From an optimization exercise on the open Yosys and OpenROAD flow, aimed at small area, a short achievable clock period and few clock cycles per item; shortcuts taken in it are not production practice. At most, simulation tests tie the RTL to the original design; equivalence was not proved.

Setup of the reference run:
## c_like_lexical_tokenizer
module c_like_lexical_tokenizer (
    input  wire logic               clk,
    input  wire logic               rst_n,
    input  wire logic               src_valid,
    output logic                    src_ready,
    input  wire ctok_pkg::ctok_in_t src_item,
    output logic                    tok_valid,
    input  wire logic               tok_ready,
    output ctok_pkg::ctok_out_t     tok_item
);
    ctok_scan u_scan (
        .clk       (clk),
        .rst_n     (rst_n),
        .src_valid (src_valid),
        .src_ready (src_ready),
        .src_item  (src_item),
        .tok_valid (tok_valid),
        .tok_ready (tok_ready),
        .tok_item  (tok_item)
    );
endmodule
make LEC_CHECK=0 CAP_MARGIN=20 CORE_MARGIN=2 CORE_UTILIZATION=40 SLEW_MARGIN=20 finish   # period 11.0 ns
run.sh (not shown) runs the stock make flow with config.mk's settings and CLKGATE_MAP_FILE= SYNTH_SCRIPT=/design/flow/synth_recipe.tcl, a recipe that flattens the netlist after the stock synthesis.
Testbench counts of the reference run, summed over its fixed seeds: cycles 34,932, items 34,820.
Input-level comparison between the trial run and the reference run:
--- a/flow/design.v
+++ b/flow/design.v
@@ -216,46 +216,46 @@
                 default: k = ctok_pkg::K_ERR;
             endcase
         end
         one_kind = k;
     endfunction
     logic [4:0]    mode_reg, mode_next;
     logic [PB-1:0] pos_reg, pos_next;
     logic [PB-1:0] start_reg, start_next;
     logic [LB-1:0] cnt_reg, cnt_next;
     logic [ctok_pkg::KW_COUNT-1:0] kw_reg, kw_next;
-    logic          fresh;
     logic          b_owed, b_owed_next;
     logic [KB-1:0] b_kind_reg, b_kind_next;
     logic          eoi_owed, eoi_owed_next;
     logic          o_valid, o_valid_next;
     ctok_pkg::ctok_out_t o_reg, o_next;
     ctok_pkg::ctok_in_t q0, q1, item;
     logic          v0, v1;
     logic [7:0]    c;
-    logic          o_free, accept, commit;
+    logic          o_free, accept, commit, item_tok;
     logic [4:0]    mode1;
     logic [PB-1:0] start1, pos1;
     logic [LB-1:0] cnt_base, cnt1, cnt_inc;
     logic [ctok_pkg::KW_COUNT-1:0] kw1;
     logic          do_start, do_flush, do_count, str_close;
     logic          a_v, b_v;
     logic [KB-1:0] a_kind, b_kind, c_kind;
     logic [LB-1:0] a_len;
     logic [KB:0]   pend_cur;
     assign item   = q0;
     assign c      = item.ch;
     assign c_kind = one_kind(c);
     assign src_ready = !v1;
     assign accept    = src_valid && !v1;
     assign o_free  = !o_valid || tok_ready;
-    assign commit = v0 && o_free && !eoi_owed;
+    assign item_tok = item.end_of_input || (item.has_char && (c_kind != '0));
+    assign commit = v0 && o_free && !eoi_owed && !(b_owed && item_tok);
     always_ff @(posedge clk or negedge rst_n)
     begin
         if (!rst_n)
         begin
             v0 <= 1'b0;
             v1 <= 1'b0;
         end
         else
         begin
             if (v1)
@@ -487,22 +487,21 @@
             o_valid_next = 1'b0;
             o_next.unclosed_comment = 1'b0;
             o_next.last_of_run      = 1'b0;
             if (b_owed)
             begin
                 o_valid_next        = 1'b1;
                 o_next.token_kind   = b_kind_reg;
                 o_next.token_start  = start_reg;
                 o_next.token_length = LB'(1);
                 o_next.last_of_run  = !eoi_owed;
-                b_owed_next         = commit && b_v;
-                b_kind_next         = b_kind;
+                b_owed_next         = 1'b0;
             end
             else if (eoi_owed)
             begin
                 o_valid_next = 1'b1;
                 if (pend_cur[KB])
                 begin
                     o_next.token_kind   = pend_cur[KB-1:0];
                     o_next.token_start  = start_reg;
                     o_next.token_length = ((mode_reg == M_NUM) || (mode_reg == M_IDENT) ||
                                            (mode_reg == M_STR) || (mode_reg == M_STR_ESC)) ?
@@ -536,47 +535,42 @@
                 else if (b_v)
                 begin
                     o_valid_next        = 1'b1;
                     o_next.token_kind   = b_kind;
                     o_next.token_start  = pos_reg;
                     o_next.token_length = LB'(1);
                     o_next.last_of_run  = !item.end_of_input;
                 end
             end
         end
-        if (fresh)
-        begin
-            mode_next = M_IDLE;
-            pos_next  = '0;
-        end
     end
     always_ff @(posedge clk or negedge rst_n)
     begin
         if (!rst_n)
         begin
-            fresh    <= 1'b1;
+            mode_reg <= M_IDLE;
+            pos_reg  <= '0;
             b_owed   <= 1'b0;
             eoi_owed <= 1'b0;
             o_valid  <= 1'b0;
         end
         else
         begin
-            fresh    <= 1'b0;
+            mode_reg <= mode_next;
+            pos_reg  <= pos_next;
             b_owed   <= b_owed_next;
             eoi_owed <= eoi_owed_next;
             o_valid  <= o_valid_next;
         end
     end
     always_ff @(posedge clk)
     begin
-        mode_reg   <= mode_next;
-        pos_reg    <= pos_next;
         start_reg  <= start_next;
         cnt_reg    <= cnt_next;
         kw_reg     <= kw_next;
         b_kind_reg <= b_kind_next;
         o_reg      <= o_next;
     end
 endmodule
 `default_nettype wire
 `default_nettype none
 module c_like_lexical_tokenizer (
Results
The trial run: all stages complete, timing, DRC and antenna checks passed. A busiest metal layer after global routing of met1 is what the trial run shows, while met2 belongs to the reference run. When the trial run is set beside the reference run, its wire length on met2 turns out to be 4.5% larger. Smallest setup slack after layout: higher on the reference run. The trial run vs the reference run: synthesized cell count up in the trial run. Delta (the trial run minus the reference run): wire length now larger, relative area of clock buffers and inverters in the final design now smaller, global-route usage now larger, arrival time at the worst endpoint now larger, wire length of the first global-routing pass now larger. The higher global-route met3 utilization of the trial run and the reference run is in the trial run. The trial run against the reference run; mean cell area of the mapped netlist is up slightly. Going from the reference run to the trial run, the synthesized-area fraction occupied by ao, oa, aoi and oai cells was found to have gone up by 2.2 points.
Testbench counts of the trial run, summed over its fixed seeds: cycles 35,341, items 34,820.

---

c_like_lexical_tokenizer, a different RTL version from the one above (not shown whole).
Size in the first run: ~1000 cells after synthesis, ~170 flip-flops, roughly 64 I/O pins, about 0.0097 sq mm of cells after synthesis.
export LEC_CHECK = 0
export CAP_MARGIN = 20
export CORE_MARGIN = 2
export CORE_UTILIZATION = 40
export SLEW_MARGIN = 20
create_clock -name core_clock -period 11.0 [get_ports {clk}]
standard.sh (not shown) runs the stock make flow with config.mk's settings and CLKGATE_MAP_FILE= SYNTH_SCRIPT=/design/flow/synth_recipe.tcl, a recipe that flattens the netlist after the stock synthesis.
==> flow/flow/run.sh <==
#!/bin/bash
# Standard layout (standard synthesis, floorplan, placement, CTS, routing),
# with changes to how it is made: timing repair aims at 7.8 ns of setup
# slack on the worst endpoints, the port buffers are buf_2 cells, and the
# clock tree uses these settings: CTS_BUF_LIST=sky130_fd_sc_hd__clkbuf_8 CTS_CLUSTER_SIZE=30 CTS_CLUSTER_DIAMETER=60
# The clock period and constraints are unchanged. Each tool's output is
# in standard.log and in the ORFS logs under orfs/logs.
set -euo pipefail
bash standard.sh SETUP_SLACK_MARGIN=7.8 TNS_END_PERCENT=0 "BUFFER_PORTS_ARGS=-buffer_cell sky130_fd_sc_hd__buf_2" CTS_BUF_LIST=sky130_fd_sc_hd__clkbuf_8 CTS_CLUSTER_SIZE=30 CTS_CLUSTER_DIAMETER=60 finish > standard.log 2>&1
Testbench counts at the start, summed over its fixed seeds: cycles 34,932, items 34,820.
==> next run, changes <==
--- a/flow/design.v
+++ b/flow/design.v
@@ -213,18 +213,19 @@
                 ",": k = ctok_pkg::K_COMMA;
                 ".": k = ctok_pkg::K_DOT;
                 "*": k = ctok_pkg::K_MUL;
                 default: k = ctok_pkg::K_ERR;
             endcase
         end
         one_kind = k;
     endfunction
-    logic [4:0]    mode_reg, mode_next;
-    logic [PB-1:0] pos_reg, pos_next;
+    logic [4:0]    mode_reg, mode_next, mode_d;
+    logic          mode_clr, mode_en, pos_clr, pos_en;
+    logic [PB-1:0] pos_reg, pos_next, pos_d;
     logic [PB-1:0] start_reg, start_next;
     logic [LB-1:0] cnt_reg, cnt_next;
     logic [ctok_pkg::KW_COUNT-1:0] kw_reg, kw_next;
     logic          fresh;
     logic          b_owed, b_owed_next;
     logic [KB-1:0] b_kind_reg, b_kind_next;
     logic          eoi_owed, eoi_owed_next;
     logic          o_valid, o_valid_next;
@@ -530,16 +531,22 @@
                 o_next.token_start = (mode_reg == M_IDLE) ? pos_reg : start_reg;
         end
         if (fresh)
         begin
             mode_next = M_IDLE;
             pos_next  = '0;
         end
     end
+    assign mode_clr = fresh || (o_free && !b_owed && eoi_owed);
+    assign mode_en  = mode_clr || commit;
+    assign mode_d   = mode_clr ? M_IDLE : mode1;
+    assign pos_clr  = fresh || (o_free && !b_owed && eoi_owed && !pend_cur[KB]);
+    assign pos_en   = pos_clr || commit;
+    assign pos_d    = pos_clr ? '0 : pos1;
     always_ff @(posedge clk or negedge rst_n)
     begin
         if (!rst_n)
         begin
             fresh    <= 1'b1;
             b_owed   <= 1'b0;
             eoi_owed <= 1'b0;
             o_valid  <= 1'b0;
@@ -549,18 +556,20 @@
             fresh    <= 1'b0;
             b_owed   <= b_owed_next;
             eoi_owed <= eoi_owed_next;
             o_valid  <= o_valid_next;
         end
     end
     always_ff @(posedge clk)
     begin
-        mode_reg   <= mode_next;
-        pos_reg    <= pos_next;
+        if (mode_en)
+            mode_reg <= mode_d;
+        if (pos_en)
+            pos_reg  <= pos_d;
         start_reg  <= start_next;
         cnt_reg    <= cnt_next;
         kw_reg     <= kw_next;
         b_kind_reg <= b_kind_next;
         o_reg      <= o_next;
     end
 endmodule
 `default_nettype wire
=> Wire length went up by 2.1%. Non-clock buffer count shrinks by 6. Via count is lower by 0.60%. Worst hold slack is worse by 8.6 ps. Sequential cell count does not change. Worst setup slack improves by 8.4 ps. Design area came out higher by 1.4%. Die area rises by 2.3%. Clock skew grows by 6.4 ps. Synthesized area came out higher by 2.3%.
For the second run of this note, only the layout was checked, not whether the RTL still works.

==> static timing again, ports no longer ideal <==
The results above use ideal ports. As a check the final layouts listed here were re-extracted and re-timed, cells and wires unchanged. Step 1 sets driving cells, clkbuf_16 on the clock port and buf_2 on the other inputs (assumed; they add their load-dependent delay and slew). Step 2 also shifts input and output timing later by t, the mid clock arrival at the registers, as if the neighbouring blocks saw the same clock. Slacks: ideal / step 1 / step 2; pairs: ideal / step 1.
| run | t, ns | slack for setup (ns) | worst hold slack (ns) |
|---|---|---|---|
| the reference run | 0.475 | 6.446 / 6.470 / 5.995 | 0.511 / 0.511 / 0.511 |
| the trial run | 0.478 | 5.949 / 5.971 / 5.493 | 0.511 / 0.511 / 0.511 |
| the first run of note 2 | 0.510 | 7.635 / 7.639 / 7.129 | 0.528 / 0.528 / 0.528 |
| the second run of note 2 | 0.516 | 7.643 / 7.611 / 7.149 | 0.519 / 0.519 / 0.519 |
After both steps every run listed still meets setup and hold. The setup slack of the first run of note 2, which loses most, moves by +0.004 ns with the drivers and by -0.506 ns with both steps.
